This design comes from an exercise in tuning for small area, a short achievable clock period and few clock cycles per item on the open sky130 flow, not from production work.
RTL that was checked went through simulation tests only; none was proved equivalent to the original.

north:
// board_eval
module board_eval
#(
   parameter int EVAL_WIDTH = 16                       
)
(
   input  logic                         clk,
   input  logic                         reset,
   input  logic [255:0]                 board_in,
   input  logic                         board_valid,
   input  logic                         attack_done,
   input  logic                         clear_eval,
   output logic signed [EVAL_WIDTH-1:0] eval,
   output logic                         eval_valid
);
   logic                              load;
   logic [score_pkg::CNT_BITS-1:0]    cnt;
   logic [score_pkg::OFF_BITS-1:0]    officers;
   eval_control u_eval_control
   (
      .clk         (clk),
      .reset       (reset),
      .board_valid (board_valid),
      .attack_done (attack_done),
      .clear_eval  (clear_eval),
      .load        (load),
      .eval_valid  (eval_valid)
   );
   material_eval u_material_eval
   (
      .clk   (clk),
      .board (board_in),
      .cnt   (cnt)
   );
   phase_count u_phase_count
   (
      .clk      (clk),
      .board    (board_in),
      .officers (officers)
   );
   taper_blend #(
      .EVAL_WIDTH (EVAL_WIDTH)
   ) u_taper_blend
   (
      .clk      (clk),
      .load     (load),
      .cnt      (cnt),
      .officers (officers),
      .eval     (eval)
   );
endmodule
clock: 7.0 ns
lec_check: 0
cap_margin: 20
core_margin: 2
core_utilization: 40
setup_slack_margin: 1.0
slew_margin: 20
standard.sh (not shown) runs the stock make flow with config.mk's settings and CLKGATE_MAP_FILE= SYNTH_SCRIPT=/design/flow/synth_recipe.tcl, a recipe that flattens the netlist after the stock synthesis.
==> flow/flow/run.sh <==
#!/bin/bash
# The standard layout with two changes:
#  - after the standard synthesis, fapol.py removes inverters around the full adders
#    by using some adders with all pins inverted (a full adder is self-dual); the
#    registers are not touched;
#  - the input and output ports are buffered with buf_2 cells.
set -euo pipefail
R=orfs/results/sky130hd/board_eval/base
bash standard.sh synth > synth_flow.log 2>&1
cp $R/1_2_yosys.v synth_standard.v
python3 flow/fapol.py synth_standard.v $R/1_2_yosys.v > fapol.log 2>&1
touch $R/1_2_yosys.v
bash standard.sh finish BUFFER_PORTS_ARGS="-buffer_cell sky130_fd_sc_hd__buf_2" > finish_flow.log 2>&1
Other scripts of this flow, unchanged in this note and not shown: flow/flow/fapol.py
The flow did not stop early for north: all stages ran, and the layout cleared the timing, DRC and antenna checks.
Relative to north, the following input files were edited for south:
--- a/flow/design.v
+++ b/flow/design.v
@@ -3443,28 +3443,25 @@
    logic t702;
    logic t703;
    logic t704;
    logic t705;
    logic t706;
    logic t707;
    logic t708;
    logic t709;
    logic [33:0] y_s;
    logic [33:0] y_c;
    logic t710;
-   logic [16:0] y_lo;
-   logic [17:0] y_hi0;
-   logic [17:0] y_hi1;
-   logic [17:0] y_hi2;
+   logic [33:0] y0;
+   logic [33:0] y1;
    logic t711;
-   logic t712;
    logic [15:0] q;
    assign count_h1 = {cnt[6], cnt[5], cnt[4], cnt[3], cnt[2], cnt[1], cnt[0]};
    assign count_h2 = {cnt[13], cnt[12], cnt[11], cnt[10], cnt[9], cnt[8], cnt[7]};
    assign count_h3 = {cnt[20], cnt[19], cnt[18], cnt[17], cnt[16], cnt[15], cnt[14]};
    assign count_h4 = {cnt[27], cnt[26], cnt[25], cnt[24], cnt[23], cnt[22], cnt[21]};
    assign count_h5 = {cnt[34], cnt[33], cnt[32], cnt[31], cnt[30], cnt[29], cnt[28]};
    assign count_nh6 = {cnt[41], cnt[40], cnt[39], cnt[38], cnt[37], cnt[36], cnt[35]};
    assign ocount = officers;
    assign phase = (ocount > 7'd62) ? 6'd62 : ocount[5:0];
    assign p1_next = {phase, 10'd0} + {5'd0, phase, 5'd0} + {10'd0, phase};
    assign p3_next = {1'b0, p1_next, 1'b0} + {2'b0, p1_next};
@@ -4180,29 +4177,26 @@
    assign t702 = t697 ^ t700;
    assign t703 = t697 & t700;
    assign t704 = ~(t505 ^ e_sum[13]);
    assign t705 = t505 | e_sum[13];
    assign t706 = t701 ^ t704;
    assign t707 = t701 & t704;
    assign t708 = ~dig[24] ^ e_sum[14] ^ t705;
    assign t709 = (~dig[24] & e_sum[14]) | (~dig[24] & t705) | (e_sum[14] & t705);
    assign y_s = {1'b1, ~e_sum[16], t709, t707, t703, t699, t695, t689, t683, t677, t669, t661, t653, t643, t633, t623, t611, t601, t591, t581, t571, t561, t553, t550, t537, t531, t525, t522, t515, t511, t508, t329, ~e_sum[0], t327};
    assign y_c = {1'b0, e_sum[15], ~e_sum[15], t708, t706, t702, t698, t694, t688, t682, t676, t668, t660, t652, t642, t632, t622, t610, t600, t590, t580, t570, t560, t552, t544, t536, t530, t524, t518, t514, t510, t506, ~t329, dig[4]};
    assign t710 = (y_s[0] ^ y_c[0]) | ((y_s[1] ^ y_c[1]) != (y_s[0] | y_c[0])) | ((y_s[2] ^ y_c[2]) != (y_s[1] | y_c[1])) | ((y_s[3] ^ y_c[3]) != (y_s[2] | y_c[2])) | ((y_s[4] ^ y_c[4]) != (y_s[3] | y_c[3])) | ((y_s[5] ^ y_c[5]) != (y_s[4] | y_c[4])) | ((y_s[6] ^ y_c[6]) != (y_s[5] | y_c[5])) | ((y_s[7] ^ y_c[7]) != (y_s[6] | y_c[6])) | ((y_s[8] ^ y_c[8]) != (y_s[7] | y_c[7])) | ((y_s[9] ^ y_c[9]) != (y_s[8] | y_c[8])) | ((y_s[10] ^ y_c[10]) != (y_s[9] | y_c[9])) | ((y_s[11] ^ y_c[11]) != (y_s[10] | y_c[10])) | ((y_s[12] ^ y_c[12]) != (y_s[11] | y_c[11])) | ((y_s[13] ^ y_c[13]) != (y_s[12] | y_c[12])) | ((y_s[14] ^ y_c[14]) != (y_s[13] | y_c[13])) | ((y_s[15] ^ y_c[15]) != (y_s[14] | y_c[14]));
-   assign y_lo = {1'b0, y_s[15:0]} + {1'b0, y_c[15:0]};
-   assign y_hi0 = y_s[33:16] + y_c[33:16];
-   assign y_hi1 = y_s[33:16] + y_c[33:16] + 18'd1;
-   assign y_hi2 = y_s[33:16] + y_c[33:16] + 18'd2;
-   assign t711 = y_lo[16] ? y_hi1[17] : y_hi0[17];
-   assign t712 = t711 & t710;
-   assign q = (y_lo[16] & t712) ? y_hi2[15:0] : (y_lo[16] | t712) ? y_hi1[15:0] : y_hi0[15:0];
+   assign y0 = y_s + y_c;
+   assign y1 = y_s + y_c + 34'h10000;
+   assign t711 = y0[33] & t710;
+   assign q = t711 ? y1[31:16] : y0[31:16];
    always_ff @(posedge clk)
    begin
       dig   <= dig_next;
       p1    <= p1_next;
       p3    <= p3_next;
       e_sum <= e_next;
       if (load)
          eval <= EVAL_WIDTH'(q);
    end
 endmodule
 `timescale 1ns/1ps
- south has completed all stages; timing, DRC and antenna checks passed.
- Status: sequential share of layout area parity (south, north)
- Going from north to south, global-route wire length before repair lost 2.4%, number of ordinary inverters in the final layout lost 14%, tightest hold margin lost 12 ps, overall track demand over capacity in global routing lost 0.79 points.
- south gives less final period utilization than north did.
- The worst setup slack of south was superior to that of north.
- Multi-input logic cell count up about 5% in south wrt north
- Summary — number of antenna violations at the first check in global routing, south relative to north: higher, by 7.
- north has a lower count of clock-net buffers in the final layout than south.
- Looking at cell count after synthesis, south sits 58 above north.
Testbench counts of south, summed over its fixed seeds: cycles 2,048, boards 512.
No functional check of the RTL was part of north.

static timing again, ports no longer ideal:
Ports are ideal in the flow. The routed layouts listed here were re-timed in OpenROAD. Step 1 (the two cells are an assumption about what drives the block):
set clk [get_ports {clk}]
set_driving_cell -lib_cell sky130_fd_sc_hd__clkbuf_16 $clk
set_driving_cell -lib_cell sky130_fd_sc_hd__buf_2 [delete_from_list [all_inputs] $clk]
Step 2 adds t to the input delays and takes it off the output delays; t is the mean of the earliest and latest rising clock arrival at the registers after step 1. Input paths then give back, and output paths get back, about the clock's delay inside the block. a / b / c = no drivers / after step 1 / after step 2; a / b = the first two.
| run | t (ns) | setup WS [ns] | cell pins on the clock port's net |
|---|---|---|---|
| north | 0.523 | 0.771 / 0.771 / 0.702 | 1 |
| south | 0.502 | 1.238 / 1.238 / 0.788 | 1 |
After both steps setup and hold are still met in every run listed. The setup slack of south, which loses most, moves by 0.000 ns with the drivers and by -0.450 ns with both steps.
